From an optimization exercise on the open Yosys and OpenROAD flow, aimed at small area and a short achievable clock period; shortcuts taken in it are not production practice. RTL that was checked went through simulation tests only; none was proved equivalent to the original. The RTL of run 1 was laid out without a check of its function. In every run shown here, the design's own scripts or RTL, not TritonCTS, make the clock network. The flow treats the clock pin as an ideal source. Dropping or thinning the clock tree relies on that and would not hold on a real chip. Power is estimated from default activity; no workload was simulated.

## flow/design.v (module list and top-level ports; edited modules follow where they fit)
// module fft_fa: 10 lines
// module fft_f7: 174 lines
// module fft8_top: 742 lines
module fft8_top (
    input  logic         clk,
    input  logic         rst_n,
    input  logic [79:0]  sample,
    output logic [159:0] result
);
  // ...
==> flow/flow/run.sh <==
#!/bin/bash
# The standard ORFS layout (standard.sh), with these changes:
#  - the smallest buffer (sky130_fd_sc_hd__buf_1) on every port;
#  - after placement, each flip-flop that drives an output-port buffer is
#    moved next to that buffer and the placement legalized (pull_out_ffs.tcl);
#  - the clock tree is built by clock_tree.tcl instead of TritonCTS: clock
#    port -> four root clkbuf_16 -> leaf clkbuf_16 per cluster of about 26
#    flip-flops, every flip-flop behind the same two buffer stages; then hold
#    repair and legalization as ORFS's cts step does; before it, nets
#    with more than 24 loads (the reset net) are split by repair_design;
#  - the rest (global and detailed routing, finishing) is standard.sh again.
# Each tool's full output goes to a log of its own in this folder.
set -euo pipefail
export BUFFER_PORTS_ARGS="-buffer_cell sky130_fd_sc_hd__buf_1"
RES=orfs/results/${FLOW_PLATFORM}/fft8_top/base
bash standard.sh place > standard_place.log 2>&1
PLACE_ODB=$RES/3_place.odb openroad -no_init -exit flow/pull_out_ffs.tcl > pull_out_ffs.log 2>&1
RES=$RES PLATFORM_DIR=$FLOW_HOME/platforms/$FLOW_PLATFORM LEAF_SIZE=26 MAX_FANOUT=24 \
  openroad -no_init -exit flow/clock_tree.tcl > clock_tree.log 2>&1
cp $RES/4_1_cts.odb $RES/4_cts.odb
bash standard.sh > standard.log 2>&1
==> flow/flow/clock_tree.tcl <==
# Clock tree built by hand in place of TritonCTS: the clock port drives four
# root buffers (one per quadrant of the sinks), each root drives the leaf
# buffers of its quadrant, and each leaf buffer drives one k-means cluster of
# flip-flop clock pins. All buffers are sky130_fd_sc_hd__clkbuf_16, so every
# flip-flop sees the same number of buffer stages. Then the steps that ORFS's
# cts.tcl runs after clock_tree_synthesis: legalization and timing repair.
# Environment: RES (ORFS results folder), PLATFORM_DIR, LEAF_SIZE, and
# optionally MAX_FANOUT, a fanout limit applied by repair_design first.
set res $::env(RES)
read_liberty $::env(PLATFORM_DIR)/lib/sky130_fd_sc_hd__tt_025C_1v80.lib
read_db $res/3_place.odb
read_sdc $res/3_place.sdc
source $::env(PLATFORM_DIR)/setRC.tcl
set_dont_use [concat [get_lib_cells */sky130_fd_sc_hd__lpflow_*] [get_lib_cells */sky130_fd_sc_hd__probe*]]

# split high-fanout nets (the reset net above all) before the tree is built
if {[info exists ::env(MAX_FANOUT)]} {
  set_max_fanout $::env(MAX_FANOUT) [current_design]
  estimate_parasitics -placement
  repair_design -slew_margin 20 -cap_margin 20 -verbose
}

set db [ord::get_db]
set block [ord::get_db_block]
set clknet [[$block findBTerm clk] getNet]
set master [$db findMaster sky130_fd_sc_hd__clkbuf_16]

# sinks: every instance pin on the clock net
set sinks {}
foreach it [$clknet getITerms] {
  set bb [[$it getInst] getBBox]
  lappend sinks [list $it [expr {([$bb xMin] + [$bb xMax]) / 2.0}] [expr {([$bb yMin] + [$bb yMax]) / 2.0}]]
}
set n [llength $sinks]
set k [expr {int(ceil(double($n) / $::env(LEAF_SIZE)))}]
puts "clock_tree: $n sinks, $k leaf clusters"

# k-means on the sink positions, seeded on a grid over their bounding box
proc kmeans {pts k iters} {
  set xs {}; set ys {}
  foreach p $pts { lappend xs [lindex $p 1]; lappend ys [lindex $p 2] }
  set x0 [tcl::mathfunc::min {*}$xs]; set x1 [tcl::mathfunc::max {*}$xs]
  set y0 [tcl::mathfunc::min {*}$ys]; set y1 [tcl::mathfunc::max {*}$ys]
  set cols [expr {int(ceil(sqrt($k)))}]
  set rows [expr {int(ceil(double($k) / $cols))}]
  set cx {}; set cy {}
  for {set i 0} {$i < $k} {incr i} {
    set c [expr {$i % $cols}]; set r [expr {$i / $cols}]
    lappend cx [expr {$x0 + ($c + 0.5) * ($x1 - $x0) / $cols}]
    lappend cy [expr {$y0 + ($r + 0.5) * ($y1 - $y0) / $rows}]
  }
  set assign {}
  for {set it 0} {$it < $iters} {incr it} {
    set assign {}
    set sx [lrepeat $k 0.0]; set sy [lrepeat $k 0.0]; set sn [lrepeat $k 0]
    foreach p $pts {
      set px [lindex $p 1]; set py [lindex $p 2]
      set best 0; set bd 1e30
      for {set i 0} {$i < $k} {incr i} {
        set d [expr {abs($px - [lindex $cx $i]) + abs($py - [lindex $cy $i])}]
        if {$d < $bd} { set bd $d; set best $i }
      }
      lappend assign $best
      lset sx $best [expr {[lindex $sx $best] + $px}]
      lset sy $best [expr {[lindex $sy $best] + $py}]
      lset sn $best [expr {[lindex $sn $best] + 1}]
    }
    for {set i 0} {$i < $k} {incr i} {
      if {[lindex $sn $i] > 0} {
        lset cx $i [expr {[lindex $sx $i] / [lindex $sn $i]}]
        lset cy $i [expr {[lindex $sy $i] / [lindex $sn $i]}]
      }
    }
  }
  return [list $assign $cx $cy]
}

proc place_at {inst x y} {
  set m [$inst getMaster]
  $inst setLocation [expr {int($x - [$m getWidth] / 2)}] [expr {int($y - [$m getHeight] / 2)}]
  $inst setPlacementStatus PLACED
}

lassign [kmeans $sinks $k 20] assign cx cy

# rebalance: nearest-first assignment with a capacity per leaf
set cap [expr {int(ceil(1.1 * $n / $k))}]
set pairs {}
set j 0
foreach p $sinks {
  for {set i 0} {$i < $k} {incr i} {
    lappend pairs [list [expr {abs([lindex $p 1] - [lindex $cx $i]) + abs([lindex $p 2] - [lindex $cy $i])}] $j $i]
  }
  incr j
}
set assign [lrepeat $n -1]
set cnt [lrepeat $k 0]
foreach pr [lsort -real -index 0 $pairs] {
  lassign $pr d j i
  if {[lindex $assign $j] >= 0 || [lindex $cnt $i] >= $cap} { continue }
  lset assign $j $i
  lset cnt $i [expr {[lindex $cnt $i] + 1}]
}
# leaf position: centroid of its sinks
set sx [lrepeat $k 0.0]; set sy [lrepeat $k 0.0]
set j 0
foreach p $sinks {
  set i [lindex $assign $j]
  lset sx $i [expr {[lindex $sx $i] + [lindex $p 1]}]
  lset sy $i [expr {[lindex $sy $i] + [lindex $p 2]}]
  incr j
}
for {set i 0} {$i < $k} {incr i} {
  if {[lindex $cnt $i] > 0} {
    lset cx $i [expr {[lindex $sx $i] / [lindex $cnt $i]}]
    lset cy $i [expr {[lindex $sy $i] / [lindex $cnt $i]}]
  }
}
# leaves that received no sink are dropped
set leaves {}
for {set i 0} {$i < $k} {incr i} {
  set members {}
  set j 0
  foreach p $sinks {
    if {[lindex $assign $j] == $i} { lappend members [lindex $p 0] }
    incr j
  }
  if {[llength $members] > 0} {
    lappend leaves [list $members [lindex $cx $i] [lindex $cy $i]]
  }
}
set sizes {}
foreach l $leaves { lappend sizes [llength [lindex $l 0]] }
puts "clock_tree: leaf sizes $sizes"

# roots: k-means of the leaf positions into four groups
set lpts {}
set j 0
foreach l $leaves { lappend lpts [list $j [lindex $l 1] [lindex $l 2]]; incr j }
lassign [kmeans $lpts 4 20] rassign rcx rcy

set roots {}
for {set r 0} {$r < 4} {incr r} {
  if {[lsearch -exact $rassign $r] < 0} { lappend roots ""; continue }
  set inst [odb::dbInst_create $block $master "cts_root_$r"]
  set net [odb::dbNet_create $block "clk_root_$r"]
  $net setSigType CLOCK
  [$inst findITerm A] connect $clknet
  [$inst findITerm X] connect $net
  place_at $inst [lindex $rcx $r] [lindex $rcy $r]
  lappend roots $net
}
set j 0
foreach l $leaves {
  set inst [odb::dbInst_create $block $master "cts_leaf_$j"]
  set net [odb::dbNet_create $block "clk_leaf_$j"]
  $net setSigType CLOCK
  [$inst findITerm A] connect [lindex $roots [lindex $rassign $j]]
  [$inst findITerm X] connect $net
  foreach it [lindex $l 0] {
    $it disconnect
    $it connect $net
  }
  place_at $inst [lindex $l 1] [lindex $l 2]
  incr j
}

set_propagated_clock [all_clocks]
estimate_parasitics -placement
detailed_placement
estimate_parasitics -placement
report_clock_skew
report_clock_latency
repair_timing -hold -hold_margin 0 -verbose
detailed_placement
check_placement -verbose
estimate_parasitics -placement
report_clock_skew
report_worst_slack -max
report_worst_slack -min
write_db $res/4_1_cts.odb
write_sdc $res/4_cts.sdc
==> flow/flow/pull_out_ffs.tcl <==
# Moves every flip-flop that drives an output-port buffer next to that buffer,
# then legalizes the placement. Reads and writes the placed database given in
# the environment (PLACE_ODB).
read_db $::env(PLACE_ODB)
set block [ord::get_db_block]
set moved 0
set sumx [dict create]
set sumy [dict create]
set cnt [dict create]
foreach bterm [$block getBTerms] {
  if {[$bterm getIoType] ne "OUTPUT"} { continue }
  set net [$bterm getNet]
  set buf ""
  foreach it [$net getITerms] {
    if {[$it isOutputSignal]} { set buf [$it getInst] }
  }
  if {$buf eq ""} { continue }
  set innet ""
  foreach it [$buf getITerms] {
    if {[$it isInputSignal]} { set innet [$it getNet] }
  }
  if {$innet eq ""} { continue }
  set ff ""
  foreach it [$innet getITerms] {
    if {[$it isOutputSignal]} { set ff [$it getInst] }
  }
  if {$ff eq ""} { continue }
  if {![string match "*df*" [[$ff getMaster] getName]]} { continue }
  set bb [$buf getBBox]
  set x [expr {([$bb xMin] + [$bb xMax]) / 2}]
  set y [expr {([$bb yMin] + [$bb yMax]) / 2}]
  set name [$ff getName]
  if {![dict exists $cnt $name]} {
    dict set cnt $name 0
    dict set sumx $name 0
    dict set sumy $name 0
  }
  dict incr cnt $name
  dict set sumx $name [expr {[dict get $sumx $name] + $x}]
  dict set sumy $name [expr {[dict get $sumy $name] + $y}]
}
foreach name [dict keys $cnt] {
  set ff [$block findInst $name]
  set n [dict get $cnt $name]
  set x [expr {[dict get $sumx $name] / $n}]
  set y [expr {[dict get $sumy $name] / $n}]
  set m [$ff getMaster]
  $ff setLocation [expr {$x - [$m getWidth] / 2}] [expr {$y - [$m getHeight] / 2}]
  $ff setPlacementStatus PLACED
  incr moved
}
puts "pull_out_ffs: moved $moved flip-flops"
detailed_placement
check_placement -verbose
write_db $::env(PLACE_ODB)
==> flow/standard.sh <==
#!/bin/bash
# synth_recipe.tcl (not shown) runs the flow's synth.tcl, then flattens the netlist and writes it again
# the make line also repeats each setting of config.mk as NAME=value (left out here)
make -C /OpenROAD-flow-scripts/flow DESIGN_CONFIG=/design/flow/config.mk WORK_HOME=/design/flow/orfs CLKGATE_MAP_FILE= SYNTH_SCRIPT=/design/flow/synth_recipe.tcl "${@:-finish}"
==> flow/config.mk <==
export PLATFORM = sky130hd
export DESIGN_NAME = fft8_top
export DESIGN_NICKNAME = fft8_top
export VERILOG_FILES = /design/flow/design.v
export SDC_FILE = /design/flow/constraint.sdc
export NUM_CORES = 4
export LEC_CHECK = 0
export CAP_MARGIN = 20
export CORE_MARGIN = 2
export CORE_UTILIZATION = 60
export SLEW_MARGIN = 20
export SYNTH_HIERARCHICAL = 1
export SYNTH_MINIMUM_KEEP_SIZE = 0
==> flow/constraint.sdc <==
create_clock -name core_clock -period 16.0 [get_ports {clk}]
set_input_delay 3.2000 -clock core_clock [delete_from_list [all_inputs] [get_ports {clk}]]
set_output_delay 3.2000 -clock core_clock [all_outputs]
set_load 0.01 [all_outputs]
==> flow_summary.toml, run 1 <==
[run_status]
run_status = "finished clean"

[logic_synthesis]
synth_top_family_by_area = "adder cells"
synth.avg_cell_area_um2 = 14.0
netlist_area_um2 = 25400
synth_top_area_frac = 0.423
synth_fa_ha_area_frac = 0.254
syn_nets = 2245

[route]
wl_met2_mm = 22.3
wl_met1_mm = 20.5
drt_first_iter_violations = 827
totalWireLength_mm = 45.4

[setup_path]
slowest_delay_ns = 1.00
critical_path_buf_inv_count = 6
r2r_start = "b6i_6[0]"
path_cells = "clkbuf_4 -> buf_2 -> clkdlybuf4s50_1 -> buf_4 -> clkdlybuf4s50_1 -> clkdlybuf4s50_1"
critPathLaunchType = "input port"
ff2ff_setup_slack_ns = 11.93

[power]
seqPwrFrac = 0.449

[sta]
slew_viol_final = 0
whs_ns = 0.290

[cells_and_area]
multi_input_gates = 851
largestClassByArea = "registers"
nets = 2471

[worst_hold_path]
hp-class = "flop to flop"

[grt]
antenna_found_initial = 1
grtUsageMet1 = 0.294

[job]
cap_violations = 0

[placed_design]
place_inst = 2533
==> run 2: changes to the inputs <==
--- a/flow/design.v
+++ b/flow/design.v
@@ -677,112 +677,104 @@
         b2i_6 <= b2i_d;
         b3r_6 <= b3r_d;
         b3i_6 <= b3i_d;
         b4r_6 <= b4r_d;
         b4i_6 <= b4i_d;
         b6r_6 <= b6r_d;
         b6i_6 <= b6i_d;
     end
-    wire [8:0] y0r_d;
-    wire [8:1] y0r_d_c;
+    wire [7:0] y0r_d;
+    wire [7:1] y0r_d_c;
     assign y0r_d[0] = b0r_6[0] ^ b4r_6[0];
     assign y0r_d_c[1] = b0r_6[0] & b4r_6[0];
     fft_fa u_y0r_d_1 (.a(b0r_6[1]), .b(b4r_6[1]), .ci(y0r_d_c[1]), .s(y0r_d[1]), .co(y0r_d_c[2]));
     fft_fa u_y0r_d_2 (.a(b0r_6[2]), .b(b4r_6[2]), .ci(y0r_d_c[2]), .s(y0r_d[2]), .co(y0r_d_c[3]));
     fft_fa u_y0r_d_3 (.a(b0r_6[3]), .b(b4r_6[3]), .ci(y0r_d_c[3]), .s(y0r_d[3]), .co(y0r_d_c[4]));
     fft_fa u_y0r_d_4 (.a(b0r_6[4]), .b(b4r_6[4]), .ci(y0r_d_c[4]), .s(y0r_d[4]), .co(y0r_d_c[5]));
     fft_fa u_y0r_d_5 (.a(b0r_6[5]), .b(b4r_6[5]), .ci(y0r_d_c[5]), .s(y0r_d[5]), .co(y0r_d_c[6]));
     fft_fa u_y0r_d_6 (.a(b0r_6[6]), .b(b4r_6[6]), .ci(y0r_d_c[6]), .s(y0r_d[6]), .co(y0r_d_c[7]));
-    fft_fa u_y0r_d_7 (.a(b0r_6[6]), .b(b4r_6[6]), .ci(y0r_d_c[7]), .s(y0r_d[7]), .co(y0r_d_c[8]));
-    assign y0r_d[8] = b0r_6[6] ^ b4r_6[6] ^ y0r_d_c[8];
-    wire [8:0] y4r_d;
-    wire [8:1] y4r_d_c;
+    assign y0r_d[7] = b0r_6[6] ^ b4r_6[6] ^ y0r_d_c[7];
+    wire [7:0] y4r_d;
+    wire [7:1] y4r_d_c;
     assign y4r_d[0] = b0r_6[0] ^ b4r_6[0];
     assign y4r_d_c[1] = b0r_6[0] | ~b4r_6[0];
     fft_fa u_y4r_d_1 (.a(b0r_6[1]), .b(~b4r_6[1]), .ci(y4r_d_c[1]), .s(y4r_d[1]), .co(y4r_d_c[2]));
     fft_fa u_y4r_d_2 (.a(b0r_6[2]), .b(~b4r_6[2]), .ci(y4r_d_c[2]), .s(y4r_d[2]), .co(y4r_d_c[3]));
     fft_fa u_y4r_d_3 (.a(b0r_6[3]), .b(~b4r_6[3]), .ci(y4r_d_c[3]), .s(y4r_d[3]), .co(y4r_d_c[4]));
     fft_fa u_y4r_d_4 (.a(b0r_6[4]), .b(~b4r_6[4]), .ci(y4r_d_c[4]), .s(y4r_d[4]), .co(y4r_d_c[5]));
     fft_fa u_y4r_d_5 (.a(b0r_6[5]), .b(~b4r_6[5]), .ci(y4r_d_c[5]), .s(y4r_d[5]), .co(y4r_d_c[6]));
     fft_fa u_y4r_d_6 (.a(b0r_6[6]), .b(~b4r_6[6]), .ci(y4r_d_c[6]), .s(y4r_d[6]), .co(y4r_d_c[7]));
-    fft_fa u_y4r_d_7 (.a(b0r_6[6]), .b(~b4r_6[6]), .ci(y4r_d_c[7]), .s(y4r_d[7]), .co(y4r_d_c[8]));
-    assign y4r_d[8] = b0r_6[6] ^ ~b4r_6[6] ^ y4r_d_c[8];
-    wire [8:0] y0i_d;
-    wire [8:1] y0i_d_c;
+    assign y4r_d[7] = b0r_6[6] ^ ~b4r_6[6] ^ y4r_d_c[7];
+    wire [7:0] y0i_d;
+    wire [7:1] y0i_d_c;
     assign y0i_d[0] = b0i_6[0] ^ b4i_6[0];
     assign y0i_d_c[1] = b0i_6[0] & b4i_6[0];
     fft_fa u_y0i_d_1 (.a(b0i_6[1]), .b(b4i_6[1]), .ci(y0i_d_c[1]), .s(y0i_d[1]), .co(y0i_d_c[2]));
     fft_fa u_y0i_d_2 (.a(b0i_6[2]), .b(b4i_6[2]), .ci(y0i_d_c[2]), .s(y0i_d[2]), .co(y0i_d_c[3]));
     fft_fa u_y0i_d_3 (.a(b0i_6[3]), .b(b4i_6[3]), .ci(y0i_d_c[3]), .s(y0i_d[3]), .co(y0i_d_c[4]));
     fft_fa u_y0i_d_4 (.a(b0i_6[4]), .b(b4i_6[4]), .ci(y0i_d_c[4]), .s(y0i_d[4]), .co(y0i_d_c[5]));
     fft_fa u_y0i_d_5 (.a(b0i_6[5]), .b(b4i_6[5]), .ci(y0i_d_c[5]), .s(y0i_d[5]), .co(y0i_d_c[6]));
     fft_fa u_y0i_d_6 (.a(b0i_6[6]), .b(b4i_6[6]), .ci(y0i_d_c[6]), .s(y0i_d[6]), .co(y0i_d_c[7]));
-    fft_fa u_y0i_d_7 (.a(b0i_6[6]), .b(b4i_6[6]), .ci(y0i_d_c[7]), .s(y0i_d[7]), .co(y0i_d_c[8]));
-    assign y0i_d[8] = b0i_6[6] ^ b4i_6[6] ^ y0i_d_c[8];
-    wire [8:0] y4i_d;
-    wire [8:1] y4i_d_c;
+    assign y0i_d[7] = b0i_6[6] ^ b4i_6[6] ^ y0i_d_c[7];
+    wire [7:0] y4i_d;
+    wire [7:1] y4i_d_c;
     assign y4i_d[0] = b0i_6[0] ^ b4i_6[0];
     assign y4i_d_c[1] = b0i_6[0] | ~b4i_6[0];
     fft_fa u_y4i_d_1 (.a(b0i_6[1]), .b(~b4i_6[1]), .ci(y4i_d_c[1]), .s(y4i_d[1]), .co(y4i_d_c[2]));
     fft_fa u_y4i_d_2 (.a(b0i_6[2]), .b(~b4i_6[2]), .ci(y4i_d_c[2]), .s(y4i_d[2]), .co(y4i_d_c[3]));
     fft_fa u_y4i_d_3 (.a(b0i_6[3]), .b(~b4i_6[3]), .ci(y4i_d_c[3]), .s(y4i_d[3]), .co(y4i_d_c[4]));
     fft_fa u_y4i_d_4 (.a(b0i_6[4]), .b(~b4i_6[4]), .ci(y4i_d_c[4]), .s(y4i_d[4]), .co(y4i_d_c[5]));
     fft_fa u_y4i_d_5 (.a(b0i_6[5]), .b(~b4i_6[5]), .ci(y4i_d_c[5]), .s(y4i_d[5]), .co(y4i_d_c[6]));
     fft_fa u_y4i_d_6 (.a(b0i_6[6]), .b(~b4i_6[6]), .ci(y4i_d_c[6]), .s(y4i_d[6]), .co(y4i_d_c[7]));
-    fft_fa u_y4i_d_7 (.a(b0i_6[6]), .b(~b4i_6[6]), .ci(y4i_d_c[7]), .s(y4i_d[7]), .co(y4i_d_c[8]));
-    assign y4i_d[8] = b0i_6[6] ^ ~b4i_6[6] ^ y4i_d_c[8];
-    wire [8:0] y2r_d;
-    wire [8:1] y2r_d_c;
+    assign y4i_d[7] = b0i_6[6] ^ ~b4i_6[6] ^ y4i_d_c[7];
+    wire [7:0] y2r_d;
+    wire [7:1] y2r_d_c;
     assign y2r_d[0] = b2r_6[0] ^ b6i_6[0];
     assign y2r_d_c[1] = b2r_6[0] & b6i_6[0];
     fft_fa u_y2r_d_1 (.a(b2r_6[1]), .b(b6i_6[1]), .ci(y2r_d_c[1]), .s(y2r_d[1]), .co(y2r_d_c[2]));
     fft_fa u_y2r_d_2 (.a(b2r_6[2]), .b(b6i_6[2]), .ci(y2r_d_c[2]), .s(y2r_d[2]), .co(y2r_d_c[3]));
     fft_fa u_y2r_d_3 (.a(b2r_6[3]), .b(b6i_6[3]), .ci(y2r_d_c[3]), .s(y2r_d[3]), .co(y2r_d_c[4]));
     fft_fa u_y2r_d_4 (.a(b2r_6[4]), .b(b6i_6[4]), .ci(y2r_d_c[4]), .s(y2r_d[4]), .co(y2r_d_c[5]));
     fft_fa u_y2r_d_5 (.a(b2r_6[5]), .b(b6i_6[5]), .ci(y2r_d_c[5]), .s(y2r_d[5]), .co(y2r_d_c[6]));
     fft_fa u_y2r_d_6 (.a(b2r_6[6]), .b(b6i_6[6]), .ci(y2r_d_c[6]), .s(y2r_d[6]), .co(y2r_d_c[7]));
-    fft_fa u_y2r_d_7 (.a(b2r_6[6]), .b(b6i_6[6]), .ci(y2r_d_c[7]), .s(y2r_d[7]), .co(y2r_d_c[8]));
-    assign y2r_d[8] = b2r_6[6] ^ b6i_6[6] ^ y2r_d_c[8];
-    wire [8:0] y6r_d;
-    wire [8:1] y6r_d_c;
+    assign y2r_d[7] = b2r_6[6] ^ b6i_6[6] ^ y2r_d_c[7];
+    wire [7:0] y6r_d;
+    wire [7:1] y6r_d_c;
     assign y6r_d[0] = b2r_6[0] ^ b6i_6[0];
     assign y6r_d_c[1] = b2r_6[0] | ~b6i_6[0];
     fft_fa u_y6r_d_1 (.a(b2r_6[1]), .b(~b6i_6[1]), .ci(y6r_d_c[1]), .s(y6r_d[1]), .co(y6r_d_c[2]));
     fft_fa u_y6r_d_2 (.a(b2r_6[2]), .b(~b6i_6[2]), .ci(y6r_d_c[2]), .s(y6r_d[2]), .co(y6r_d_c[3]));
     fft_fa u_y6r_d_3 (.a(b2r_6[3]), .b(~b6i_6[3]), .ci(y6r_d_c[3]), .s(y6r_d[3]), .co(y6r_d_c[4]));
     fft_fa u_y6r_d_4 (.a(b2r_6[4]), .b(~b6i_6[4]), .ci(y6r_d_c[4]), .s(y6r_d[4]), .co(y6r_d_c[5]));
     fft_fa u_y6r_d_5 (.a(b2r_6[5]), .b(~b6i_6[5]), .ci(y6r_d_c[5]), .s(y6r_d[5]), .co(y6r_d_c[6]));
     fft_fa u_y6r_d_6 (.a(b2r_6[6]), .b(~b6i_6[6]), .ci(y6r_d_c[6]), .s(y6r_d[6]), .co(y6r_d_c[7]));
-    fft_fa u_y6r_d_7 (.a(b2r_6[6]), .b(~b6i_6[6]), .ci(y6r_d_c[7]), .s(y6r_d[7]), .co(y6r_d_c[8]));
-    assign y6r_d[8] = b2r_6[6] ^ ~b6i_6[6] ^ y6r_d_c[8];
-    wire [8:0] y2i_d;
-    wire [8:1] y2i_d_c;
+    assign y6r_d[7] = b2r_6[6] ^ ~b6i_6[6] ^ y6r_d_c[7];
+    wire [7:0] y2i_d;
+    wire [7:1] y2i_d_c;
     assign y2i_d[0] = b2i_6[0] ^ b6r_6[0];
     assign y2i_d_c[1] = b2i_6[0] | ~b6r_6[0];
     fft_fa u_y2i_d_1 (.a(b2i_6[1]), .b(~b6r_6[1]), .ci(y2i_d_c[1]), .s(y2i_d[1]), .co(y2i_d_c[2]));
     fft_fa u_y2i_d_2 (.a(b2i_6[2]), .b(~b6r_6[2]), .ci(y2i_d_c[2]), .s(y2i_d[2]), .co(y2i_d_c[3]));
     fft_fa u_y2i_d_3 (.a(b2i_6[3]), .b(~b6r_6[3]), .ci(y2i_d_c[3]), .s(y2i_d[3]), .co(y2i_d_c[4]));
     fft_fa u_y2i_d_4 (.a(b2i_6[4]), .b(~b6r_6[4]), .ci(y2i_d_c[4]), .s(y2i_d[4]), .co(y2i_d_c[5]));
     fft_fa u_y2i_d_5 (.a(b2i_6[5]), .b(~b6r_6[5]), .ci(y2i_d_c[5]), .s(y2i_d[5]), .co(y2i_d_c[6]));
     fft_fa u_y2i_d_6 (.a(b2i_6[6]), .b(~b6r_6[6]), .ci(y2i_d_c[6]), .s(y2i_d[6]), .co(y2i_d_c[7]));
-    fft_fa u_y2i_d_7 (.a(b2i_6[6]), .b(~b6r_6[6]), .ci(y2i_d_c[7]), .s(y2i_d[7]), .co(y2i_d_c[8]));
-    assign y2i_d[8] = b2i_6[6] ^ ~b6r_6[6] ^ y2i_d_c[8];
-    wire [8:0] y6i_d;
-    wire [8:1] y6i_d_c;
+    assign y2i_d[7] = b2i_6[6] ^ ~b6r_6[6] ^ y2i_d_c[7];
+    wire [7:0] y6i_d;
+    wire [7:1] y6i_d_c;
     assign y6i_d[0] = b2i_6[0] ^ b6r_6[0];
     assign y6i_d_c[1] = b2i_6[0] & b6r_6[0];
     fft_fa u_y6i_d_1 (.a(b2i_6[1]), .b(b6r_6[1]), .ci(y6i_d_c[1]), .s(y6i_d[1]), .co(y6i_d_c[2]));
     fft_fa u_y6i_d_2 (.a(b2i_6[2]), .b(b6r_6[2]), .ci(y6i_d_c[2]), .s(y6i_d[2]), .co(y6i_d_c[3]));
     fft_fa u_y6i_d_3 (.a(b2i_6[3]), .b(b6r_6[3]), .ci(y6i_d_c[3]), .s(y6i_d[3]), .co(y6i_d_c[4]));
     fft_fa u_y6i_d_4 (.a(b2i_6[4]), .b(b6r_6[4]), .ci(y6i_d_c[4]), .s(y6i_d[4]), .co(y6i_d_c[5]));
     fft_fa u_y6i_d_5 (.a(b2i_6[5]), .b(b6r_6[5]), .ci(y6i_d_c[5]), .s(y6i_d[5]), .co(y6i_d_c[6]));
     fft_fa u_y6i_d_6 (.a(b2i_6[6]), .b(b6r_6[6]), .ci(y6i_d_c[6]), .s(y6i_d[6]), .co(y6i_d_c[7]));
-    fft_fa u_y6i_d_7 (.a(b2i_6[6]), .b(b6r_6[6]), .ci(y6i_d_c[7]), .s(y6i_d[7]), .co(y6i_d_c[8]));
-    assign y6i_d[8] = b2i_6[6] ^ b6r_6[6] ^ y6i_d_c[8];
+    assign y6i_d[7] = b2i_6[6] ^ b6r_6[6] ^ y6i_d_c[7];
     wire [8:0] y1r_d;
     wire [8:1] y1r_d_c;
     assign y1r_d[0] = b1r_6[0] ^ t1r_6[0];
     assign y1r_d_c[1] = b1r_6[0] & t1r_6[0];
     fft_fa u_y1r_d_1 (.a(b1r_6[1]), .b(t1r_6[1]), .ci(y1r_d_c[1]), .s(y1r_d[1]), .co(y1r_d_c[2]));
     fft_fa u_y1r_d_2 (.a(b1r_6[2]), .b(t1r_6[2]), .ci(y1r_d_c[2]), .s(y1r_d[2]), .co(y1r_d_c[3]));
     fft_fa u_y1r_d_3 (.a(b1r_6[3]), .b(t1r_6[3]), .ci(y1r_d_c[3]), .s(y1r_d[3]), .co(y1r_d_c[4]));
     fft_fa u_y1r_d_4 (.a(b1r_6[4]), .b(t1r_6[4]), .ci(y1r_d_c[4]), .s(y1r_d[4]), .co(y1r_d_c[5]));
@@ -869,17 +861,24 @@
     fft_fa u_y7i_d_1 (.a(b3i_6[1]), .b(u3_6[1]), .ci(y7i_d_c[1]), .s(y7i_d[1]), .co(y7i_d_c[2]));
     fft_fa u_y7i_d_2 (.a(b3i_6[2]), .b(u3_6[2]), .ci(y7i_d_c[2]), .s(y7i_d[2]), .co(y7i_d_c[3]));
     fft_fa u_y7i_d_3 (.a(b3i_6[3]), .b(u3_6[3]), .ci(y7i_d_c[3]), .s(y7i_d[3]), .co(y7i_d_c[4]));
     fft_fa u_y7i_d_4 (.a(b3i_6[4]), .b(u3_6[4]), .ci(y7i_d_c[4]), .s(y7i_d[4]), .co(y7i_d_c[5]));
     fft_fa u_y7i_d_5 (.a(b3i_6[5]), .b(u3_6[5]), .ci(y7i_d_c[5]), .s(y7i_d[5]), .co(y7i_d_c[6]));
     fft_fa u_y7i_d_6 (.a(b3i_6[6]), .b(u3_6[6]), .ci(y7i_d_c[6]), .s(y7i_d[6]), .co(y7i_d_c[7]));
     fft_fa u_y7i_d_7 (.a(b3i_6[6]), .b(u3_6[7]), .ci(y7i_d_c[7]), .s(y7i_d[7]), .co(y7i_d_c[8]));
     assign y7i_d[8] = b3i_6[6] ^ u3_6[7] ^ y7i_d_c[8];
-    logic [8:0] y0r, y0i, y1r, y1i, y2r, y2i, y3r, y3i, y4r, y4i, y5r, y5i, y6r, y6i, y7r, y7i;
+    logic [7:0] y0r, y0i;
+    logic [8:0] y1r, y1i;
+    logic [7:0] y2r, y2i;
+    logic [8:0] y3r, y3i;
+    logic [7:0] y4r, y4i;
+    logic [8:0] y5r, y5i;
+    logic [7:0] y6r, y6i;
+    logic [8:0] y7r, y7i;
     always_ff @(posedge clk or negedge rst_n) begin
         if (!rst_n) begin
             y0r <= '0;
             y0i <= '0;
             y1r <= '0;
             y1i <= '0;
             y2r <= '0;
             y2i <= '0;
@@ -889,44 +888,44 @@
             y4i <= '0;
             y5r <= '0;
             y5i <= '0;
             y6r <= '0;
             y6i <= '0;
             y7r <= '0;
             y7i <= '0;
         end else begin
-            y0r <= v[5] ? y0r_d : 9'd0;
-            y0i <= v[5] ? y0i_d : 9'd0;
+            y0r <= v[5] ? y0r_d : 8'd0;
+            y0i <= v[5] ? y0i_d : 8'd0;
             y1r <= v[5] ? y1r_d : 9'd0;
             y1i <= v[5] ? y1i_d : 9'd0;
-            y2r <= v[5] ? y2r_d : 9'd0;
-            y2i <= v[5] ? y2i_d : 9'd0;
+            y2r <= v[5] ? y2r_d : 8'd0;
+            y2i <= v[5] ? y2i_d : 8'd0;
             y3r <= v[5] ? y3r_d : 9'd0;
             y3i <= v[5] ? y3i_d : 9'd0;
-            y4r <= v[5] ? y4r_d : 9'd0;
-            y4i <= v[5] ? y4i_d : 9'd0;
+            y4r <= v[5] ? y4r_d : 8'd0;
+            y4i <= v[5] ? y4i_d : 8'd0;
             y5r <= v[5] ? y5r_d : 9'd0;
             y5i <= v[5] ? y5i_d : 9'd0;
-            y6r <= v[5] ? y6r_d : 9'd0;
-            y6i <= v[5] ? y6i_d : 9'd0;
+            y6r <= v[5] ? y6r_d : 8'd0;
+            y6i <= v[5] ? y6i_d : 8'd0;
             y7r <= v[5] ? y7r_d : 9'd0;
             y7i <= v[5] ? y7i_d : 9'd0;
         end
     end
-    assign result[19:10] = {y0r[8], y0r};
-    assign result[9:0] = {y0i[8], y0i};
-    assign result[39:30] = {y1r[8], y1r};
-    assign result[29:20] = {y1i[8], y1i};
-    assign result[59:50] = {y2r[8], y2r};
-    assign result[49:40] = {y2i[8], y2i};
-    assign result[79:70] = {y3r[8], y3r};
-    assign result[69:60] = {y3i[8], y3i};
-    assign result[99:90] = {y4r[8], y4r};
-    assign result[89:80] = {y4i[8], y4i};
-    assign result[119:110] = {y5r[8], y5r};
-    assign result[109:100] = {y5i[8], y5i};
-    assign result[139:130] = {y6r[8], y6r};
-    assign result[129:120] = {y6i[8], y6i};
-    assign result[159:150] = {y7r[8], y7r};
-    assign result[149:140] = {y7i[8], y7i};
+    assign result[19:10] = {{2{y0r[7]}}, y0r};
+    assign result[9:0] = {{2{y0i[7]}}, y0i};
+    assign result[39:30] = {{1{y1r[8]}}, y1r};
+    assign result[29:20] = {{1{y1i[8]}}, y1i};
+    assign result[59:50] = {{2{y2r[7]}}, y2r};
+    assign result[49:40] = {{2{y2i[7]}}, y2i};
+    assign result[79:70] = {{1{y3r[8]}}, y3r};
+    assign result[69:60] = {{1{y3i[8]}}, y3i};
+    assign result[99:90] = {{2{y4r[7]}}, y4r};
+    assign result[89:80] = {{2{y4i[7]}}, y4i};
+    assign result[119:110] = {{1{y5r[8]}}, y5r};
+    assign result[109:100] = {{1{y5i[8]}}, y5i};
+    assign result[139:130] = {{2{y6r[7]}}, y6r};
+    assign result[129:120] = {{2{y6i[7]}}, y6i};
+    assign result[159:150] = {{1{y7r[8]}}, y7r};
+    assign result[149:140] = {{1{y7i[8]}}, y7i};
 endmodule
 `default_nettype wire
==> flow/flow/run.sh (replaced) <==
#!/bin/bash
# The standard ORFS layout (standard.sh), with these changes:
#  - the smallest buffer (sky130_fd_sc_hd__buf_1) on every port;
#  - after placement, each flip-flop that drives an output-port buffer is
#    moved next to that buffer and the placement legalized (pull_out_ffs.tcl);
#  - the clock tree is built by clock_tree.tcl instead of TritonCTS: clock
#    port -> four root clkbuf_16 -> leaf clkbuf_16 per cluster of about 26
#    flip-flops, every flip-flop behind the same two buffer stages; then hold
#    repair and legalization as ORFS's cts step does; before it, the
#    reset net is rebuilt as one buffer per cluster of about 24 reset pins;
#  - the rest (global and detailed routing, finishing) is standard.sh again.
# Each tool's full output goes to a log of its own in this folder.
set -euo pipefail
export BUFFER_PORTS_ARGS="-buffer_cell sky130_fd_sc_hd__buf_1"
RES=orfs/results/${FLOW_PLATFORM}/fft8_top/base
bash standard.sh place > standard_place.log 2>&1
PLACE_ODB=$RES/3_place.odb openroad -no_init -exit flow/pull_out_ffs.tcl > pull_out_ffs.log 2>&1
RES=$RES PLATFORM_DIR=$FLOW_HOME/platforms/$FLOW_PLATFORM LEAF_SIZE=20 RST_LEAF_SIZE=24 \
  openroad -no_init -exit flow/clock_tree.tcl > clock_tree.log 2>&1
cp $RES/4_1_cts.odb $RES/4_cts.odb
bash standard.sh > standard.log 2>&1
--- a/flow/flow/clock_tree.tcl
+++ b/flow/flow/clock_tree.tcl
@@ -1,29 +1,24 @@
 # Clock tree built by hand in place of TritonCTS: the clock port drives four
 # root buffers (one per quadrant of the sinks), each root drives the leaf
 # buffers of its quadrant, and each leaf buffer drives one k-means cluster of
 # flip-flop clock pins. All buffers are sky130_fd_sc_hd__clkbuf_16, so every
 # flip-flop sees the same number of buffer stages. Then the steps that ORFS's
 # cts.tcl runs after clock_tree_synthesis: legalization and timing repair.
-# Environment: RES (ORFS results folder), PLATFORM_DIR, LEAF_SIZE, and
-# optionally MAX_FANOUT, a fanout limit applied by repair_design first.
+# Before that, the reset net's buffer tree is rebuilt the same way: the
+# reset port buffer drives one buffer per k-means cluster of reset pins.
+# Environment: RES (ORFS results folder), PLATFORM_DIR, LEAF_SIZE,
+# RST_LEAF_SIZE.
 set res $::env(RES)
 read_liberty $::env(PLATFORM_DIR)/lib/sky130_fd_sc_hd__tt_025C_1v80.lib
 read_db $res/3_place.odb
 read_sdc $res/3_place.sdc
 source $::env(PLATFORM_DIR)/setRC.tcl
 set_dont_use [concat [get_lib_cells */sky130_fd_sc_hd__lpflow_*] [get_lib_cells */sky130_fd_sc_hd__probe*]]
-
-# split high-fanout nets (the reset net above all) before the tree is built
-if {[info exists ::env(MAX_FANOUT)]} {
-  set_max_fanout $::env(MAX_FANOUT) [current_design]
-  estimate_parasitics -placement
-  repair_design -slew_margin 20 -cap_margin 20 -verbose
-}
 
 set db [ord::get_db]
 set block [ord::get_db_block]
 set clknet [[$block findBTerm clk] getNet]
 set master [$db findMaster sky130_fd_sc_hd__clkbuf_16]
 
 # sinks: every instance pin on the clock net
 set sinks {}
@@ -76,16 +71,83 @@
 }
 
 proc place_at {inst x y} {
   set m [$inst getMaster]
   $inst setLocation [expr {int($x - [$m getWidth] / 2)}] [expr {int($y - [$m getHeight] / 2)}]
   $inst setPlacementStatus PLACED
 }
 
+
+# ---- reset net: flatten its buffer tree, then one buffer per cluster ----
+proc is_buffer {inst} {
+  return [regexp {__(buf|clkbuf)_[0-9]+$} [[$inst getMaster] getName]]
+}
+proc net_sinks {net bufsVar} {
+  upvar $bufsVar bufs
+  set out {}
+  foreach it [$net getITerms] {
+    if {![$it isInputSignal]} { continue }
+    set inst [$it getInst]
+    if {[is_buffer $inst]} {
+      lappend bufs $inst
+      foreach o [$inst getITerms] {
+        if {[$o isOutputSignal] && [$o getNet] ne "NULL"} {
+          set out [concat $out [net_sinks [$o getNet] bufs]]
+        }
+      }
+    } else {
+      lappend out $it
+    }
+  }
+  return $out
+}
+set rport [$block findBTerm rst_n]
+set rnet [$rport getNet]
+# the port buffer
+set pbuf ""
+foreach it [$rnet getITerms] { if {[$it isInputSignal]} { set pbuf [$it getInst] } }
+set rroot ""
+foreach it [$pbuf getITerms] { if {[$it isOutputSignal]} { set rroot [$it getNet] } }
+set bufs {}
+set rsinks [net_sinks $rroot bufs]
+foreach b $bufs {
+  foreach it [$b getITerms] {
+    set bn [$it getNet]
+    $it disconnect
+    if {$bn ne "NULL" && $bn ne $rroot && [llength [$bn getITerms]] == 0} { odb::dbNet_destroy $bn }
+  }
+  odb::dbInst_destroy $b
+}
+set rpts {}
+foreach it $rsinks {
+  set bb [[$it getInst] getBBox]
+  lappend rpts [list $it [expr {([$bb xMin] + [$bb xMax]) / 2.0}] [expr {([$bb yMin] + [$bb yMax]) / 2.0}]]
+}
+set rk [expr {int(ceil(double([llength $rpts]) / $::env(RST_LEAF_SIZE)))}]
+lassign [kmeans $rpts $rk 20] rassign rcx rcy
+set rmaster [$db findMaster sky130_fd_sc_hd__buf_4]
+$pbuf swapMaster $rmaster
+for {set i 0} {$i < $rk} {incr i} {
+  set members {}
+  set j 0
+  foreach p $rpts {
+    if {[lindex $rassign $j] == $i} { lappend members [lindex $p 0] }
+    incr j
+  }
+  if {[llength $members] == 0} { continue }
+  set inst [odb::dbInst_create $block $rmaster "rst_buf_$i"]
+  set net [odb::dbNet_create $block "rst_net_$i"]
+  [$inst findITerm A] connect $rroot
+  [$inst findITerm X] connect $net
+  foreach it $members { $it disconnect; $it connect $net }
+  place_at $inst [lindex $rcx $i] [lindex $rcy $i]
+}
+puts "reset_tree: removed [llength $bufs] buffers, [llength $rsinks] sinks in $rk clusters"
+
 lassign [kmeans $sinks $k 20] assign cx cy
 
 # rebalance: nearest-first assignment with a capacity per leaf
 set cap [expr {int(ceil(1.1 * $n / $k))}]
 set pairs {}
 set j 0
 foreach p $sinks {
   for {set i 0} {$i < $k} {incr i} {
==> flow_summary.toml, run 2 <==
[placed_design]
hpwlAfterDp_mm = 34.9
place_inst = 2503
placed_cell_area_um2 = 26200
pre_cts_ws_ns = 11.00
port_buffers = 241
gp_congestion = 0.855

[logic_synthesis]
yosys.area_share.simple = 0.0596
synth-compound-area-share = 0.0407
synth_fa_ha_area_frac = 0.251
synth_top_family_by_area = "adder cells"
yosys-top-cells-area = "dfxtp_1 43%, fa_1 22%, dfrtp_1 13%"
netlist_area_um2 = 25100
synthMuxAreaShare = 0.00957
seq_area_frac_synth = 0.563
synth.avg_cell_area_um2 = 14.0
synth_top_area_frac = 0.429
synth-main-ff-cell = "dfxtp_1"
ys_ff_latch = 672
synth.distinct_cells = 44
async_reset_ff_frac = 0.199
synth_most_common_cell = "dfxtp_1"
synth_warnings = 7
synth_cells = 1799
synth_edf_count = 0
ys_top_cells_by_count = "538 x dfxtp_1, 272 x fa_1, 216 x inv_1, 134 x dfrtp_1, 112 x and2_1"
synthXorXnorAreaFrac = 0.0244
syn_nets = 2221
yosys.area.top_type = "dfxtp_1"

[setup_path]
path_cells = "buf_1"
worstSetupPathType = "flop to output pin"
arrival_ns = 1.03
slowest_delay_ns = 0.36
critical_path_buf_inv_count = 1
required_ns = 12.80
path_max_fanout = 1
critPathLaunchType = "flop"
critPathTopFamily = "flip-flops"
crit_path_end_kind = "output pin"
critical-path-slowest-cell = "dfrtp_1"

[cells_and_area]
finalNonFillerCells = 2547
syn2layout_area_growth_pct = 8.50
finish.instance_area_um2 = 27200
top_regs = "r1: 80 flops, r2: 80 flops"
nFillCells = 2999
nets = 2440
drive_gt1_frac = 0.0377
final_common_cell = "dfxtp_1"
mostFrequentLayoutCells = "538 x dfxtp_1, 272 x fa_1, 240 x buf_1"

[sta]
rsz0062_at_grt = "false"
tns_ns = 0
timing.fmax_mhz = 237
fin_ws_ns = 11.77
setup_viol = 0
finalHoldViolations = 0
worst_pin_slew_ns = 0.670
slew_headroom = 0.552
finalCriticalPeriod_ns = 4.23
slew_viol_final = 0
post-route-period-util = 0.264
clock_skew_ns = 0.0879

[job]
cap_violations = 0

[power]
leakage_uw = 0.0119
vdd_drop_max_v = 0.000123
p_per_area_nw_per_um2 = 215

[route]
drt-vias-per-instance = 4.89
vias = 12447
drcViolationCount = 0
wl_per_cell_um = 18.0
drtPass1Iterations = 5
totalWireLength_mm = 45.8
drtAntennaViolNets = 0
drt_first_iter_violations = 737

[clock_network]
cts.clk_slew.worst_paths_ns = 0.11
worst_skew_pair.late_latency_ns = 0.42

[floorplanning]
rows = 74
initial_core_util = 0.612
ios = 242
dieArea_um2 = 43500
die_x_um = 209
core_um2 = 41000
die_y_um = 209

[worst_hold_path]
hp-class = "flop to flop"

[grt]
overflow = 0
grt.busiest_layer = "met2"
antenna_found_initial = 0
use_met2 = 0.364
grtUsageMet1 = 0.299
first_global_vias = 12823
grt_start_max_net_pins = 135
met3_usage = 0.0276
track_usage = 0.214
grt_first_pass_wirelength_mm = 71.4

[run_status]
run_status = "finished clean"
-- run 2: path summary, 6_finish.rpt --
path                                   end  slack [ns]      from  cells after the start
worst max-delay path            result[15]       11.77    y0r[5]                      1
worst min register to register    a4i_5[1]        0.30  a4i_4[1]                      0
worst max register to register      y5i[8]       12.13  t1i_6[0]                     11
worst min-delay path              a4i_5[1]        0.30  a4i_4[1]                      0
max in group asynchronous           y6i[0]       12.69     rst_n                      2
min in group asynchronous             v[4]        2.90     rst_n                      2
-- run 2: power by group --
part	leakage (uW)	switching, uW	internal [uW]
Sequential	0.00626	442	2150
Clock	0.000468	491	424
Combinational	0.00517	1290	1050
-- run 2: cells by family (layout without fill, tap and decap cells) --
group,count (synthesis),in the layout
and+or+nand+nor,272,272
DFF,672,672
buffers and inverters,292,507
AOI/OAI and AO/OA,128,128
muxes,24,24
adders and majority gates,340,340
xor gates and xnor gates,70,70
other,1,2
-- run 2: cell type report --
type | count | area (um^2) | share of cell area
Antenna cell | 1 | 2.50 | 0.0000919
Multi-Input combinational cell | 835 | 9670 | 0.355
Inverter | 220 | 826 | 0.0303
Timing Repair Buffer | 243 | 943 | 0.0346
Buffer | 44 | 996 | 0.0366
Sequential cell | 672 | 14100 | 0.519
Tap cell | 532 | 666 | 0.0244
-- run 2: Yosys stat by module, one instance, submodules excluded --
module    flops+latches  area (um^2)  cells inside
fft8_top            672        17400          1195
fft_f7                0          556            83
fft_fa                0         20.0             1
-- run 2: per-layer routing --
metal  up-vias  wire length, um
met5         -                0
met4         0             1050
met3        65             2300
met2       322            22000
met1      6136            20400
li1       5924                -
-- run 2: stage by stage --
stage          hold slack, ns   util  power, uW
2_1_floorplan           0.310      -       4120
3_3_place_gp            0.310  0.639       4890
3_5_place_dp            0.312  0.639       4970
5_1_grt                 0.309  0.664       6340
6_report                0.299  0.664       5850
==> run 3: changes to the inputs <==
--- a/flow/flow/run.sh
+++ b/flow/flow/run.sh
@@ -16,5 +16,5 @@
 bash standard.sh place > standard_place.log 2>&1
 PLACE_ODB=$RES/3_place.odb openroad -no_init -exit flow/pull_out_ffs.tcl > pull_out_ffs.log 2>&1
-RES=$RES PLATFORM_DIR=$FLOW_HOME/platforms/$FLOW_PLATFORM LEAF_SIZE=20 RST_LEAF_SIZE=24 \
+RES=$RES PLATFORM_DIR=$FLOW_HOME/platforms/$FLOW_PLATFORM LEAF_SIZE=26 RST_LEAF_SIZE=24 \
   openroad -no_init -exit flow/clock_tree.tcl > clock_tree.log 2>&1
 cp $RES/4_1_cts.odb $RES/4_cts.odb
==> flow_summary.toml, run 3 <==
[cells_and_area]
syn2layout_area_growth_pct = 7.69
mostFrequentLayoutCells = "538 x dfxtp_1, 272 x fa_1, 240 x buf_1"
finalNonFillerCells = 2538
top_regs = "r1: 80 flops, r2: 80 flops"
diodes = 0
nFillCells = 3023
nets = 2432
final_common_cell = "dfxtp_1"
drive_gt1_frac = 0.0339

[logic_synthesis]
yosys-top-cells-area = "dfxtp_1 43%, fa_1 22%, dfrtp_1 13%"
yosys.area.top_type = "dfxtp_1"
syn_nets = 2221
synth_most_common_cell = "dfxtp_1"
synth.distinct_cells = 44
ys_top_cells_by_count = "538 x dfxtp_1, 272 x fa_1, 216 x inv_1, 134 x dfrtp_1, 112 x and2_1"
seq_area_frac_synth = 0.563
synth_cells = 1799
synth_edf_count = 0
synth.avg_cell_area_um2 = 14.0
async_reset_ff_frac = 0.199
synth_warnings = 7
netlist_area_um2 = 25100
ys_ff_latch = 672
synth_top_area_frac = 0.429
synth-main-ff-cell = "dfxtp_1"

[setup_path]
worstSetupPathType = "flop to output pin"
ff2ff_setup_slack_ns = 12.16
arrival_ns = 0.97
critical-path-slowest-cell = "dfrtp_1"
required_ns = 12.80
path_cells = "buf_1"
r2r_cells = 11
crit_cells = 1
path_max_fanout = 1
critPathLaunchType = "flop"
critPathTopFamily = "flip-flops"
critical_path_buf_inv_count = 1
slowest_delay_ns = 0.36
crit_path_end_kind = "output pin"

[route]
drtAntennaViolNets = 0
drt-vias-per-instance = 4.89
drt_first_iter_violations = 774
vias = 12413
totalWireLength_mm = 44.5
wl_per_cell_um = 17.6
drtPass1Iterations = 5
drcViolationCount = 0

[sta]
slew_headroom = 0.559
finalHoldViolations = 0
post-route-period-util = 0.261
worst_pin_slew_ns = 0.661
clock_skew_ns = 0.0539
finalCriticalPeriod_ns = 4.17
setup_viol = 0
slew_viol_final = 0
tns_ns = 0
rsz0062_at_grt = "false"
timing.fmax_mhz = 240

[worst_hold_path]
min_path_cells = 0
hp-class = "flop to flop"

[grt]
grt_first_pass_wirelength_mm = 70.1
track_usage = 0.209
antenna_found_initial = 1
grt_start_max_net_pins = 135
first_global_vias = 12693
overflow = 0

[floorplanning]
initial_core_util = 0.612
die_x_um = 209
dieArea_um2 = 43500
rows = 74
die_y_um = 209
ios = 242
core_um2 = 41000

[placed_design]
hpwlAfterDp_mm = 34.9
port_buffers = 241
place_inst = 2503
gp_congestion = 0.855

[power]
p_per_area_nw_per_um2 = 212
vdd_drop_max_v = 0.000136
leakage_uw = 0.0118

[run_status]
run_status = "finished clean"

[job]
cap_violations = 0

[clock_network]
cts.clk_slew.worst_paths_ns = 0.10
worst_skew_pair.late_latency_ns = 0.38
[run 3: cell counts after synthesis]
No cell type changed its count.
[run 3: worst paths after layout]
path	from	end
worst max-delay path	y0r[5]	result[15]
worst min-delay path	a4r_3[1]	a4r_4[1]
worst max register to register	t1i_6[0]	y5i[8]
worst min register to register	a4r_3[1]	a4r_4[1]
max in group asynchronous	rst_n	y6i[0]
min in group asynchronous	rst_n	v[0]
[run 3: area by class of cell]
| type | instances | area [um^2] | share of cell area |
|---|---|---|---|
| multi-input combinational | 835 | 9670 | 0.358 |
| buffer | 36 | 796 | 0.0294 |
| inverter | 220 | 826 | 0.0306 |
| sequential | 672 | 14100 | 0.523 |
| timing repair buffer | 243 | 943 | 0.0349 |
| tap | 532 | 666 | 0.0246 |
[run 3: cell families (layout without fill, tap and decap cells)]
group | Yosys count | count (layout) | synth area share
AO/OA/AOI/OAI | 128 | 128 | 0.0407
XOR/XNOR | 70 | 70 | 0.0244
adder cells (fa/ha/maj) | 340 | 340 | 0.251
buffers and inverters | 292 | 499 | 0.0519
flip-flops | 672 | 672 | 0.563
multiplexers | 24 | 24 | 0.00957
other | 1 | 1 | 0.000149
AND/OR/NAND/NOR | 272 | 272 | 0.0596
[run 3: metal layers]
layer	share of wire	up-vias	global-route usage
li1	-	5905	-
met1	0.46	6163	0.298
met2	0.48	296	0.354
met3	0.041	49	0.0204
met4	0.024	0	0.0422
met5	0	-	0
[run 3: where the power goes]
| part | switching, uW | leakage [uW] | internal (uW) | total [uW] |
|---|---|---|---|---|
| combinational | 1290 | 0.00517 | 1050 | 2340 |
| sequential | 443 | 0.00626 | 2150 | 2590 |
| clock | 448 | 0.000370 | 338 | 786 |
[run 3: through the flow]
step,util,power [uW],worst slack (ns),hold slack (ns),instance area (um^2)
floorplan,-,4120,12.25,0.310,25100
global placement,0.639,4890,11.10,0.310,26200
detailed placement,0.639,4970,11.00,0.312,26200
global route,0.659,6210,11.71,0.306,27000
finish,0.659,5720,11.83,0.303,27000
[run 3: per-module statistics from Yosys (local to each module, per instance)]
module | times used | cells
fft_fa | 272 | 1
fft_f7 | 4 | 83
fft8_top | 1 | 1195
==> run 4: changes to the inputs <==
--- a/flow/flow/run.sh
+++ b/flow/flow/run.sh
@@ -2,6 +2,7 @@
 # The standard ORFS layout (standard.sh), with these changes:
 #  - the smallest buffer (sky130_fd_sc_hd__buf_1) on every port;
-#  - after placement, each flip-flop that drives an output-port buffer is
-#    moved next to that buffer and the placement legalized (pull_out_ffs.tcl);
+#  - after placement, each output-port buffer is moved next to its pin and
+#    the flip-flop that drives it next to the buffer, and the placement is
+#    legalized (pull_out_ffs.tcl);
 #  - the clock tree is built by clock_tree.tcl instead of TritonCTS: clock
 #    port -> four root clkbuf_16 -> leaf clkbuf_16 per cluster of about 26
--- a/flow/flow/pull_out_ffs.tcl
+++ b/flow/flow/pull_out_ffs.tcl
@@ -1,7 +1,10 @@
-# Moves every flip-flop that drives an output-port buffer next to that buffer,
-# then legalizes the placement. Reads and writes the placed database given in
+# Moves every output-port buffer next to its pin and every flip-flop that
+# drives an output-port buffer next to that buffer, then legalizes the
+# placement. Reads and writes the placed database given in
 # the environment (PLACE_ODB).
 read_db $::env(PLACE_ODB)
 set block [ord::get_db_block]
+set core [$block getCoreArea]
+proc clamp {v lo hi} { return [expr {$v < $lo ? $lo : ($v > $hi ? $hi : $v)}] }
 set moved 0
 set sumx [dict create]
@@ -16,4 +19,12 @@
   }
   if {$buf eq ""} { continue }
+  # the buffer goes next to its pin, inside the core
+  set pb [lindex [$bterm getBPins] 0]
+  set pbox [$pb getBBox]
+  set bm [$buf getMaster]
+  set px [clamp [expr {([$pbox xMin] + [$pbox xMax]) / 2 - [$bm getWidth] / 2}] [$core xMin] [expr {[$core xMax] - [$bm getWidth]}]]
+  set py [clamp [expr {([$pbox yMin] + [$pbox yMax]) / 2 - [$bm getHeight] / 2}] [$core yMin] [expr {[$core yMax] - [$bm getHeight]}]]
+  $buf setLocation $px $py
+  $buf setPlacementStatus PLACED
   set innet ""
   foreach it [$buf getITerms] {
==> flow_summary.toml, run 4 <==
[setup_path]
r2r_start = "t1i_6[0]"
r2r_cells = 10
required_ns = 12.80
crit_path_end_kind = "output pin"
ff2ff_setup_slack_ns = 12.02
critical-path-slowest-cell = "dfrtp_1"
slowest_delay_ns = 0.41
endpoint = "result[7]"
path_cells = "buf_1"
crit_cells = 1
critPathTopFamily = "flip-flops"
arrival_ns = 0.95
timing.rr.end = "y1i[8]"
worstSetupPathType = "flop to output pin"
path_max_fanout = 3
critical_path.startpoint = "y0i[7]"
critPathLaunchType = "flop"
critical_path_buf_inv_count = 1

[floorplanning]
die_y_um = 209
ios = 242
core_um2 = 41000
rows = 74
dieArea_um2 = 43500
die_x_um = 209
initial_core_util = 0.612

[logic_synthesis]
synth_cells = 1799
ys_top_cells_by_count = "538 x dfxtp_1, 272 x fa_1, 216 x inv_1, 134 x dfrtp_1, 112 x and2_1"
yosys.area.top_type = "dfxtp_1"
synth-main-ff-cell = "dfxtp_1"
synth.avg_cell_area_um2 = 14.0
synth_edf_count = 0
synth_top_area_frac = 0.429
ys_ff_latch = 672
synth.distinct_cells = 44
seq_area_frac_synth = 0.563
async_reset_ff_frac = 0.199
yosys-top-cells-area = "dfxtp_1 43%, fa_1 22%, dfrtp_1 13%"
syn_nets = 2221
netlist_area_um2 = 25100
synth_warnings = 7
synth_most_common_cell = "dfxtp_1"

[worst_hold_path]
hp-class = "flop to flop"

[clock_network]
cts.clk_slew.worst_paths_ns = 0.10
worst_skew_pair.late_latency_ns = 0.39

[cells_and_area]
finalNonFillerCells = 2537
mostFrequentLayoutCells = "538 x dfxtp_1, 272 x fa_1, 240 x buf_1"
final_common_cell = "dfxtp_1"
nets = 2431
top_regs = "r1: 80 flops, r2: 80 flops"
drive_gt1_frac = 0.0334
syn2layout_area_growth_pct = 7.66
diodes = 0

[placed_design]
gp_congestion = 0.855
port_buffers = 241
place_inst = 2503
hpwlAfterDp_mm = 34.9

[power]
vdd_drop_max_v = 0.000137
p_per_area_nw_per_um2 = 212
leakage_uw = 0.0118

[sta]
timing.fmax_mhz = 241
worst_pin_slew_ns = 0.653
post-route-period-util = 0.259
slew_viol_final = 0
slew_headroom = 0.564
finalCriticalPeriod_ns = 4.15
clock_skew_ns = 0.0560
tns_ns = 0
rsz0062_at_grt = "false"
finalHoldViolations = 0
setup_viol = 0

[grt]
grt_start_max_net_pins = 135
first_global_vias = 12712
overflow = 0
grt_first_pass_wirelength_mm = 70.5
antenna_found_initial = 2
track_usage = 0.212

[route]
drtAntennaViolNets = 0
wl_per_cell_um = 17.8
totalWireLength_mm = 45.2
drt-vias-per-instance = 4.90
drtPass1Iterations = 5
drt_first_iter_violations = 785
drcViolationCount = 0
vias = 12438

[job]
cap_violations = 0

[run_status]
run_status = "finished clean"
-- run 4: cell count changes in the layout (fill, tap and decap cells not counted) --
| cell | delta |
|---|---|
| buf_4 | -1 |
-- run 4: logic make-up (layout without fill, tap and decap cells) --
family	after synthesis	after routing	share of synthesized area
buffers and inverters	292	498	0.0519
other	1	1	0.000149
adder cells (fa/ha/maj)	340	340	0.251
XOR/XNOR	70	70	0.0244
flip-flops	672	672	0.563
AO/OA/AOI/OAI	128	128	0.0407
multiplexers	24	24	0.00957
AND/OR/NAND/NOR	272	272	0.0596
-- run 4: through the flow --
| stage | cell area, um^2 | hold slack [ns] | power (uW) | setup slack [ns] | util |
|---|---|---|---|---|---|
| global route | 27000 | 0.303 | 6220 | 11.80 | 0.659 |
| detailed placement | 26200 | 0.312 | 4970 | 11.00 | 0.639 |
| floorplan | 25100 | 0.310 | 4120 | 12.25 | - |
| finish | 27000 | 0.298 | 5740 | 11.85 | 0.659 |
| global placement | 26200 | 0.310 | 4890 | 11.10 | 0.639 |
-- run 4: per-layer routing --
layer	track usage	share of wire	vias to the layer above
met3	0.0192	0.039	48
met4	0.0372	0.020	0
li1	-	-	5902
met5	0	0	-
met1	0.302	0.45	6185
met2	0.362	0.49	303
-- run 4: where the power goes --
part | internal, uW | switching, uW | leakage, uW
combinational | 1050 | 1300 | 0.00517
sequential | 2150 | 447 | 0.00626
clock | 339 | 453 | 0.000370
-- run 4: worst min path at each step --
stage                   from       end  slack, ns  cells after the start
finish                r1[25]    r2[25]       0.30                      0
global placement      r1[66]    r2[66]       0.31                      0
floorplan           a4i_3[1]  a4i_4[1]       0.31                      0
global route        a4r_3[1]  a4r_4[1]       0.30                      0
detailed placement  a4r_4[5]  a4r_5[5]       0.31                      0
-- run 4: area by class of cell --
type / instances / area, um^2
Fill cell: 3003 / 14000
Buffer: 35 / 788
Tap cell: 532 / 666
Timing Repair Buffer: 243 / 943
Multi-Input combinational cell: 835 / 9670
Inverter: 220 / 826
Sequential cell: 672 / 14100
-- run 4: per-module statistics from Yosys (local to each module, per instance) --
module | flops+latches | cells inside | copies in the design
fft_f7 | 0 | 83 | 4
fft_fa | 0 | 1 | 272
fft8_top | 672 | 1195 | 1
==> run 5: changes to the inputs <==
--- a/flow/config.mk
+++ b/flow/config.mk
@@ -8,5 +8,5 @@
 export CAP_MARGIN = 20
 export CORE_MARGIN = 2
-export CORE_UTILIZATION = 60
+export CORE_UTILIZATION = 70
 export SLEW_MARGIN = 20
 export SYNTH_HIERARCHICAL = 1
==> flow_summary.toml, run 5 <==
[run_status]
run_status = "finished clean"

[cells_and_area]
mostFrequentLayoutCells = "538 x dfxtp_1, 272 x fa_1, 240 x buf_1"
seq_area_um2 = 14100
multiInputGateArea_um2 = 9670
drive_gt1_frac = 0.0334
final_util = 0.760
nets = 2430
finalNonFillerCells = 2466
diodes = 0
nFillCells = 2104
top_regs = "r1: 80 flops, r2: 80 flops"
final_common_cell = "dfxtp_1"
syn2layout_area_growth_pct = 7.22

[setup_path]
worstSetupPathType = "flop to output pin"
required_ns = 12.80
critPathLaunchType = "flop"
ff2ff_setup_slack_ns = 12.05
r2r_start = "u3_6[0]"
critPathTopFamily = "flip-flops"
crit_path_end_kind = "output pin"
critical-path-slowest-cell = "dfrtp_1"
critical_path_buf_inv_count = 1
r2r_cells = 11
path_cells = "buf_1"
path_max_fanout = 2
timing.rr.end = "y3i[8]"
critical_path.startpoint = "y1i[8]"
slowest_delay_ns = 0.41
arrival_ns = 0.94

[logic_synthesis]
ys_ff_latch = 672
synth_edf_count = 0
async_reset_ff_frac = 0.199
syn_nets = 2221
seq_area_frac_synth = 0.563
synth_most_common_cell = "dfxtp_1"
yosys-top-cells-area = "dfxtp_1 43%, fa_1 22%, dfrtp_1 13%"
ys_top_cells_by_count = "538 x dfxtp_1, 272 x fa_1, 216 x inv_1, 134 x dfrtp_1, 112 x and2_1"
synth.avg_cell_area_um2 = 14.0
synth_warnings = 7
yosys.area.top_type = "dfxtp_1"
synth_cells = 1799
netlist_area_um2 = 25100
synth.distinct_cells = 44
synth_top_area_frac = 0.429
synth-main-ff-cell = "dfxtp_1"

[sta]
timing.fmax_mhz = 242
rsz0062_at_grt = "false"
whs_ns = 0.295
finalHoldViolations = 0
worst_pin_slew_ns = 1.05
finalCriticalPeriod_ns = 4.14
clock_skew_ns = 0.0887
fin_ws_ns = 11.86
setup_viol = 0
tns_ns = 0
post-route-period-util = 0.259
slew_viol_final = 0
slew_headroom = 0.300

[placed_design]
place_inst = 2431
port_buffers = 241
pre_cts_ws_ns = 11.14
hpwlAfterDp_mm = 35.4
gp_congestion = 0.840

[floorplanning]
core_um2 = 35400
rows = 69
initial_core_util = 0.709
die_y_um = 193
dieArea_um2 = 37400
die_x_um = 193
ios = 242

[power]
p_per_area_nw_per_um2 = 214
vdd_drop_max_v = 0.000166
leakage_uw = 0.0118

[worst_hold_path]
hp-class = "flop to flop"
min_path_cells = 0
min_from = "r1[26]"
hold_end = "r2[26]"

[route]
top_layer_used = "met5"
wl_met1_mm = 19.4
drt_first_iter_violations = 686
drtAntennaViolNets = 0
wl_met2_mm = 23.1
drt-vias-per-instance = 5.14
drtPass1Iterations = 5
totalWireLength_mm = 46.7
wl_per_cell_um = 18.9
drcViolationCount = 0
vias = 12684
dr_wl_met3_mm = 2.49

[grt]
track_usage = 0.254
antenna_found_initial = 2
grt_start_max_net_pins = 145
first_global_vias = 13709
grt_first_pass_wirelength_mm = 73.2
overflow = 0

[clock_network]
worst_skew_pair.late_latency_ns = 0.40
cts.clk_slew.worst_paths_ns = 0.10

[job]
cap_violations = 0
## run 5: cell types whose count changed in the layout (fill, tap and decap cells not counted)
| cell | change |
|---|---|
| dfrtp_4 | -1 |
| buf_4 | +1 |
| dfrtp_2 | +1 |
| buf_16 | -1 |
## run 5: layer usage
metal  track usage  up-vias
met5             0        -
met4        0.0783        2
met3        0.0370       85
met2         0.443      375
met1         0.333     6317
li1              -     5905
## run 5: per-module statistics from Yosys (local to each module, per instance)
module	times used	cell area, um^2	cells
fft_fa	272	20.0	1
fft_f7	4	556	83
fft8_top	1	17400	1195
## run 5: cell type report
type,count,share of cell area
timing repair buffer,242,0.0340
tap,461,0.0214
multi-input combinational,835,0.359
sequential,672,0.525
inverter,220,0.0307
buffer,36,0.0296
## run 5: cell families after synthesis
logic type / count (synthesis) / share of synthesized area
compound gates: 128 / 0.0407
xor+xnor: 70 / 0.0244
other cells: 1 / 0.000149
mux: 24 / 0.00957
simple gates: 272 / 0.0596
flops: 672 / 0.563
buf+inv: 292 / 0.0519
fa+ha+maj: 340 / 0.251
## run 5: power by group
part / internal [uW] / switching, uW
registers: 2150 / 448
clock network: 339 / 458
logic: 1060 / 1300
total: 3550 / 2200
## run 5: worst max-delay path by stage
| stage | endpoint | slack, ns | depth (start not counted) |
|---|---|---|---|
| global route | result[10] | 11.81 | 1 |
| floorplan | result[128] | 12.25 | 1 |
| detailed placement | v[5] | 11.14 | 2 |
| finish | result[29] | 11.86 | 1 |
| global placement | v[5] | 11.20 | 2 |
## run 5: per-stage QoR
stage | area, um^2 | power [uW]
floorplan | 25100 | 4120
global placement | 26100 | 4850
detailed placement | 26100 | 4960
global route | 26900 | 6200
finish | 26900 | 5750

static timing again, ports no longer ideal:
Ports are ideal in the flow. The routed layouts listed here were re-timed in OpenROAD. Step 1 (the two cells are an assumption about what drives the block):
set clk [get_ports {clk}]
set_driving_cell -lib_cell sky130_fd_sc_hd__clkbuf_16 $clk
set_driving_cell -lib_cell sky130_fd_sc_hd__buf_2 [delete_from_list [all_inputs] $clk]
Step 2, shift: input delay + t, output delay - t, t = (earliest + latest rising clock arrival at the registers) / 2. This alone moves slack from input paths to output paths. a / b / c = ideal / step 1 / step 2; a / b = the first two.
run	t (ns)	slack for setup (ns)	worst hold slack (ns)	pins driven straight from the clock port
run 1	0.470	9.407 / 9.482 / 9.013	0.290 / 0.291 / 0.291	4
run 2	0.500	11.774 / 11.650 / 12.133	0.299 / 0.299 / 0.299	4
run 3	0.465	11.826 / 11.715 / 12.156	0.303 / 0.303 / 0.303	4
run 4	0.469	11.850 / 11.735 / 12.015	0.298 / 0.298 / 0.298	4
run 5	0.468	11.860 / 11.745 / 12.050	0.295 / 0.296 / 0.296	4
After both steps setup and hold are still met in every run listed. For run 1, which loses most, drivers alone change the setup slack by +0.075 ns; drivers and shift together by -0.394 ns. Setup slack includes reset recovery checks.
